Source: an optimization exercise on an open RTL-to-GDS flow (aim: small area and a short achievable clock period). Production flows keep margins and buffers that such runs may drop.

==> run G: inputs <==
## robotSensorTop
module robotSensorTop #(
	parameter int unsigned windowCycles = 500000,
	parameter int unsigned glitchTicks = 20
) (
	input  logic clk,
	input  logic reset,
	input  logic [7-1:0] encA,
	input  logic [7-1:0] encB,
	input  logic towerA,
	input  logic laserSync,
	input  logic laserSign,
	input  logic [5-1:0] limitSwitch,
	input  logic startIn,
	input  logic boardId,
	input  logic [1:0] key,
	input  logic wbCyc,
	input  logic wbStb,
	input  logic wbWe,
	input  logic [4-1:0] wbAdr,
	input  logic [16-1:0] wbDatIn,
	output logic [16-1:0] wbDatOut,
	output logic wbAck,
	output logic [1:0] irqN
);
	localparam logic [7-1:0] invertMask = 7'b0000110;
	logic [7-1:0][16-1:0] countA;
	logic [7-1:0][16-1:0] countB;
	logic [7-1:0][16-1:0] axisSpeed;
	logic [7-1:0] axisDir;
	logic clearCounts;
	logic running;
	logic speedValid;
	logic beaconValid;
	logic towerTick;
	logic towerTurn;
	logic [16-1:0] towerSpeed;
	logic [16-1:0] beaconStart;
	logic [16-1:0] beaconEnd;
	for (genvar g = 0; g < 7; g++) begin : genAxis
		encoderChannel #(.invertDir(invertMask[g])) i_encoder (
			.clk(clk),
			.reset(reset),
			.encA(encA[g]),
			.encB(encB[g]),
			.clearCounts(clearCounts),
			.countA(countA[g]),
			.countB(countB[g]),
			.dirPositive(axisDir[g])
		);
	end
	speedSampler #(.windowCycles(windowCycles)) i_speedSampler (
		.clk(clk),
		.reset(reset),
		.countA(countA),
		.countB(countB),
		.towerTick(towerTick),
		.clearCounts(clearCounts),
		.running(running),
		.speedValid(speedValid),
		.axisSpeed(axisSpeed),
		.towerSpeed(towerSpeed)
	);
	beaconDecoder #(.glitchTicks(glitchTicks)) i_beaconDecoder (
		.clk(clk),
		.reset(reset),
		.towerA(towerA),
		.laserSync(laserSync),
		.laserSign(laserSign),
		.running(running),
		.beaconValid(beaconValid),
		.towerTick(towerTick),
		.towerTurn(towerTurn),
  ...
clock: 4.0 ns
lec_check: 0
cap_margin: 20
core_margin: 2
core_utilization: 40
setup_slack_margin: 1.7
slew_margin: 20
standard.sh (not shown) runs the stock make flow with config.mk's settings and CLKGATE_MAP_FILE= SYNTH_SCRIPT=/design/flow/synth_recipe.tcl, a recipe that flattens the netlist after the stock synthesis.
==> flow/flow/run.sh <==
#!/bin/bash
# The standard layout, with the port buffers as plain buffers, sizing not tied to
# footprints, and clock tree synthesis without dummy loads
bash standard.sh MATCH_CELL_FOOTPRINT=0 "BUFFER_PORTS_ARGS=-buffer_cell sky130_fd_sc_hd__buf_2" \
  "CTS_ARGS=-sink_clustering_enable -repair_clock_nets -dont_use_dummy_load" finish > standard.log 2>&1
==> run C: changes against run G <==
--- a/flow/design.v
+++ b/flow/design.v
@@ -52,12 +52,15 @@
 			prevB <= syncB[1];
 		end
 	end
 	assign riseA = syncA[1] & ~prevA;
 	assign riseB = syncB[1] & ~prevB;
-	always_ff @(posedge clk) begin
-		if (clearCounts) begin
+	always_ff @(posedge clk, posedge reset) begin
+		if (reset) begin
+			countA <= '0;
+			countB <= '0;
+		end else if (clearCounts) begin
 			countA <= 16'(riseA);
 			countB <= 16'(riseB);
 		end else begin
 			countA <= countA + 16'(riseA);
 			countB <= countB + 16'(riseB);
@@ -79,12 +82,10 @@
 	input  logic reset,
 	input  logic [7-1:0][16-1:0] countA,
 	input  logic [7-1:0][16-1:0] countB,
 	input  logic towerTick,
 	output logic clearCounts,
-	output logic running,	 
-	output logic speedValid,	 
 	output logic [7-1:0][16-1:0] axisSpeed,
 	output logic [16-1:0] towerSpeed
 );
 	logic windowEnd;	 
 	logic [16-1:0] towerCount;
@@ -115,60 +116,28 @@
 				end
 			end
 			assign windowEnd = (winCount == winWidth'(windowCycles - 1));
 		end
 	endgenerate
+	assign clearCounts = windowEnd;	 
 	always_ff @(posedge clk, posedge reset) begin
 		if (reset) begin
-			running <= 1'b0;
-		end else begin
-			running <= 1'b1;
-		end
-	end
-	assign clearCounts = windowEnd | ~running;
-	always_ff @(posedge clk) begin
-		if (clearCounts) begin
+			towerCount <= '0;
+		end else if (windowEnd) begin
 			towerCount <= 16'(towerTick);
 		end else begin
 			towerCount <= towerCount + 16'(towerTick);
 		end
 	end
-	function automatic logic [16-1:0] halfSum(input logic [16-1:0] x, input logic [16-1:0] y);
-		logic [16-1:0] g;
-		logic [16-1:0] p;
-		logic [16-1:0] gNext;
-		logic [16-1:0] pNext;
-		g = x & y;
-		p = x ^ y;
-		for (int d = 1; d < 16; d = d * 2) begin
-			gNext = g;
-			pNext = p;
-			for (int b = d; b < 16; b++) begin
-				gNext[b] = g[b] | (p[b] & g[b - d]);
-				pNext[b] = p[b] & p[b - d];
-			end
-			g = gNext;
-			p = pNext;
-		end
-		halfSum = {g[16-1], (x[16-1:1] ^ y[16-1:1]) ^ g[16-2:0]};
-	endfunction
-	logic [7-1:0][16-1:0] pairHalf;
-	always_comb begin
-		for (int i = 0; i < 7; i++) begin
-			pairHalf[i] = halfSum(countA[i], countB[i]);
-		end
-	end
 	always_ff @(posedge clk, posedge reset) begin
 		if (reset) begin
-			speedValid <= 1'b0;
+			axisSpeed <= '0;
+			towerSpeed <= '0;
 		end else if (windowEnd) begin
-			speedValid <= 1'b1;
-		end
-	end
-	always_ff @(posedge clk) begin
-		if (windowEnd) begin
-			axisSpeed <= pairHalf;
+			for (int i = 0; i < 7; i++) begin
+				axisSpeed[i] <= 16'(({1'b0, countA[i]} + {1'b0, countB[i]}) >> 1);
+			end
 			towerSpeed <= towerCount;
 		end
 	end
 endmodule
 `timescale 1ns/1ns
@@ -178,12 +147,10 @@
 	input  logic clk,
 	input  logic reset,
 	input  logic towerA,
 	input  logic laserSync,
 	input  logic laserSign,
-	input  logic running,	 
-	output logic beaconValid,	 
 	output logic towerTick,
 	output logic towerTurn,
 	output logic [16-1:0] beaconStart,
 	output logic [16-1:0] beaconEnd
 );
@@ -221,18 +188,15 @@
 	assign towerTick = syncTower[1] & ~towerPrev;
 	assign turnEdge = syncPulse[1] & ~pulsePrev;
 	assign signHigh = syncSign[1];
 	always_ff @(posedge clk, posedge reset) begin
 		if (reset) begin
+			angle <= '0;
 			towerTurn <= 1'b0;
 		end else if (turnEdge) begin
-			towerTurn <= ~towerTurn;
-		end
-	end
-	always_ff @(posedge clk) begin
-		if (turnEdge | ~running) begin
 			angle <= '0;
+			towerTurn <= ~towerTurn;
 		end else begin
 			angle <= angle + 16'(towerTick);
 		end
 	end
 	assign captureStart = (state == robotSensorPkg::beaconIdle) & signHigh;
@@ -240,11 +204,12 @@
 	assign holdExpired = (state == robotSensorPkg::beaconGap) & (gapTicks == tickWidth'(glitchTicks));
 	always_ff @(posedge clk, posedge reset) begin
 		if (reset) begin
 			state <= robotSensorPkg::beaconIdle;
 			gapTicks <= '0;
-			beaconValid <= 1'b0;
+			beaconStart <= '0;
+			beaconEnd <= '0;
 		end else begin
 			case (state)
 				robotSensorPkg::beaconIdle: begin
 					if (captureStart) begin
 						state <= robotSensorPkg::beaconReceiving;
@@ -257,11 +222,12 @@
 					end
 				end
 				robotSensorPkg::beaconGap: begin
 					if (holdExpired) begin
 						state <= robotSensorPkg::beaconIdle;
-						beaconValid <= 1'b1;
+						beaconStart <= pendingStart;
+						beaconEnd <= pendingEnd;
 					end else if (signHigh) begin
 						state <= robotSensorPkg::beaconReceiving;	 
 					end else if (towerTick) begin
 						gapTicks <= gapTicks + 1'b1;
 					end
@@ -269,16 +235,10 @@
 				default: state <= robotSensorPkg::beaconIdle;
 			endcase
 		end
 	end
 	always_ff @(posedge clk) begin
-		if (holdExpired) begin
-			beaconStart <= pendingStart;
-			beaconEnd <= pendingEnd;
-		end
-	end
-	always_ff @(posedge clk) begin
 		if (captureStart) begin
 			pendingStart <= angle;
 		end
 		if (captureEnd) begin
 			pendingEnd <= angle;	 
@@ -299,12 +259,10 @@
 	input  logic [7-1:0][16-1:0] axisSpeed,
 	input  logic [7-1:0] axisDir,
 	input  logic [16-1:0] towerSpeed,
 	input  logic [16-1:0] beaconStart,
 	input  logic [16-1:0] beaconEnd,
-	input  logic speedValid,
-	input  logic beaconValid,
 	input  logic towerTurn,
 	input  logic [5-1:0] limitSwitch,
 	input  logic startIn,
 	input  logic boardId,
 	input  logic [1:0] key,
@@ -315,19 +273,15 @@
 	logic [syncWidth-1:0] syncOut;
 	logic [5-1:0] switchSync;
 	logic startSync;
 	logic idSync;
 	logic [1:0] keySync;
-	logic [1:0] configLow;	 
-	logic [16-3:0] configHigh;	 
-	logic configValid;	 
-	logic configWrite;
-	logic [1:0] configLowNext;
+	logic [16-1:0] configReg;	 
+	logic [16-1:0] configNext;
 	logic [16-1:0] statusWord;
 	logic [16-1:0] readData;
 	logic request;
-	logic [1:0] irqNLow;	 
 	always_ff @(posedge clk, posedge reset) begin
 		if (reset) begin
 			syncStage <= '0;
 			syncOut <= '0;
 		end else begin
@@ -342,45 +296,34 @@
 		axisDir[1], axisDir[0], idSync};
 	assign request = wbCyc & wbStb & ~wbAck;	 
 	always_comb begin
 		case (wbAdr)
 			4'd0: readData = statusWord;
-			4'd1: readData = speedValid ? axisSpeed[0] : '0;
-			4'd2: readData = speedValid ? axisSpeed[1] : '0;
-			4'd3: readData = speedValid ? axisSpeed[2] : '0;
-			4'd4: readData = speedValid ? axisSpeed[3] : '0;
-			4'd5: readData = speedValid ? axisSpeed[4] : '0;
-			4'd6: readData = speedValid ? axisSpeed[5] : '0;
-			4'd7: readData = speedValid ? axisSpeed[6] : '0;
-			4'd8: readData = speedValid ? towerSpeed : '0;
-			4'd9: readData = beaconValid ? beaconStart : '0;
-			4'd10: readData = beaconValid ? beaconEnd : '0;
-			4'd11: readData = {configValid ? configHigh : 14'd0, configLow};
+			4'd1: readData = axisSpeed[0];
+			4'd2: readData = axisSpeed[1];
+			4'd3: readData = axisSpeed[2];
+			4'd4: readData = axisSpeed[3];
+			4'd5: readData = axisSpeed[4];
+			4'd6: readData = axisSpeed[5];
+			4'd7: readData = axisSpeed[6];
+			4'd8: readData = towerSpeed;
+			4'd9: readData = beaconStart;
+			4'd10: readData = beaconEnd;
+			4'd11: readData = configReg;
 			default: readData = '0;	 
 		endcase
 	end
-	assign configWrite = request && wbWe && (wbAdr == 4'(11));
-	assign configLowNext = configWrite ? wbDatIn[1:0] : configLow;
+	assign configNext = (request && wbWe && (wbAdr == 4'(11))) ? wbDatIn : configReg;
 	always_ff @(posedge clk, posedge reset) begin
 		if (reset) begin
 			wbAck <= 1'b0;
-			configLow <= '0;
-			configValid <= 1'b0;
-			irqNLow <= 2'b00;
+			configReg <= '0;
+			irqN <= 2'b11;
 		end else begin
 			wbAck <= request;
-			configLow <= configLowNext;	 
-			if (configWrite) begin
-				configValid <= 1'b1;
-			end
-			irqNLow <= ~syncStage[syncWidth-1 -: 2] & configLowNext;
-		end
-	end
-	assign irqN = ~irqNLow;
-	always_ff @(posedge clk) begin
-		if (configWrite) begin
-			configHigh <= wbDatIn[16-1:2];
+			configReg <= configNext;	 
+			irqN <= syncStage[syncWidth-1 -: 2] | ~configNext[1:0];
 		end
 	end
 	always_ff @(posedge clk) begin
 		wbDatOut <= readData;
 	end
@@ -414,13 +357,10 @@
 	logic [7-1:0][16-1:0] countA;
 	logic [7-1:0][16-1:0] countB;
 	logic [7-1:0][16-1:0] axisSpeed;
 	logic [7-1:0] axisDir;
 	logic clearCounts;
-	logic running;
-	logic speedValid;
-	logic beaconValid;
 	logic towerTick;
 	logic towerTurn;
 	logic [16-1:0] towerSpeed;
 	logic [16-1:0] beaconStart;
 	logic [16-1:0] beaconEnd;
@@ -441,23 +381,19 @@
 		.reset(reset),
 		.countA(countA),
 		.countB(countB),
 		.towerTick(towerTick),
 		.clearCounts(clearCounts),
-		.running(running),
-		.speedValid(speedValid),
 		.axisSpeed(axisSpeed),
 		.towerSpeed(towerSpeed)
 	);
 	beaconDecoder #(.glitchTicks(glitchTicks)) i_beaconDecoder (
 		.clk(clk),
 		.reset(reset),
 		.towerA(towerA),
 		.laserSync(laserSync),
 		.laserSign(laserSign),
-		.running(running),
-		.beaconValid(beaconValid),
 		.towerTick(towerTick),
 		.towerTurn(towerTurn),
 		.beaconStart(beaconStart),
 		.beaconEnd(beaconEnd)
 	);
@@ -474,12 +410,10 @@
 		.axisSpeed(axisSpeed),
 		.axisDir(axisDir),
 		.towerSpeed(towerSpeed),
 		.beaconStart(beaconStart),
 		.beaconEnd(beaconEnd),
-		.speedValid(speedValid),
-		.beaconValid(beaconValid),
 		.towerTurn(towerTurn),
 		.limitSwitch(limitSwitch),
 		.startIn(startIn),
 		.boardId(boardId),
 		.key(key),
==> flow/run.sh (new file) <==
#!/bin/bash
# synth_recipe.tcl (not shown) runs the flow's synth.tcl, then flattens the netlist and writes it again
# the make line also repeats each setting of config.mk as NAME=value (left out here)
make -C /OpenROAD-flow-scripts/flow DESIGN_CONFIG=/design/flow/config.mk WORK_HOME=/design/flow/orfs CLKGATE_MAP_FILE= SYNTH_SCRIPT=/design/flow/synth_recipe.tcl finish
SETUP_SLACK_MARGIN = 2.5   (was 1.7)
removed: flow/flow/run.sh
removed: flow/standard.sh
==> impl_metrics.tcl <==
set metrics [dict create \
    status "finished clean" \
    grt_use_met1_pct 25.6 \
    seqPwrFrac_pct 53.6 \
    ys.flop_type "dfxtp_1" \
    synthAdderAreaFrac_pct 7.29 \
    slew_headroom_pct 36.2 \
    grt_max_degree 111 \
    worst_slew_pin_slew_ns 0.955 \
    gp_congestion 0.930 \
]
(the above is from run G)
==> impl_metrics.tcl <==
set metrics [dict create \
    status "finished clean" \
    gp_congestion 0.896 \
    ys.flop_type "dfrtp_1" \
    seqPwrFrac_pct 36.0 \
    slew_headroom_pct 59.8 \
]
(the above is from run C)
Function was not checked in any run of this note: the RTL went through the layout flow alone.

-- static timing again, ports no longer ideal --
The flow's constraints put no driver on any port. The routed layouts listed below were extracted and timed again, unchanged, in two steps. Step 1 (the two cells are an assumption about what drives the block):
set clk [get_ports {clk}]
set_driving_cell -lib_cell sky130_fd_sc_hd__clkbuf_16 $clk
set_driving_cell -lib_cell sky130_fd_sc_hd__buf_2 [delete_from_list [all_inputs] $clk]
Step 2 times the ports against the registers' clock, not the clock port: input delays grow and output delays shrink by t, the midpoint of the rising clock arrivals with the driver on. a / b / c = ideal ports / drivers / drivers and shift; a / b = the first two.
run	t (ns)	setup slack, ns	latest minus earliest clock arrival (ns)	slew at the worst register clock pin (ns)	worst slew at a driven data input, ns
run G	0.636	1.656 / 1.656 / 1.183	0.064 / 0.064	0.06 / 0.06	0.12
run C	0.675	1.667 / 1.667 / 1.612	0.036 / 0.035	0.07 / 0.07	0.25
After both steps every run listed still meets setup and hold. The setup slack of run G, which loses most, moves by 0.000 ns with the drivers and by -0.473 ns with both steps.
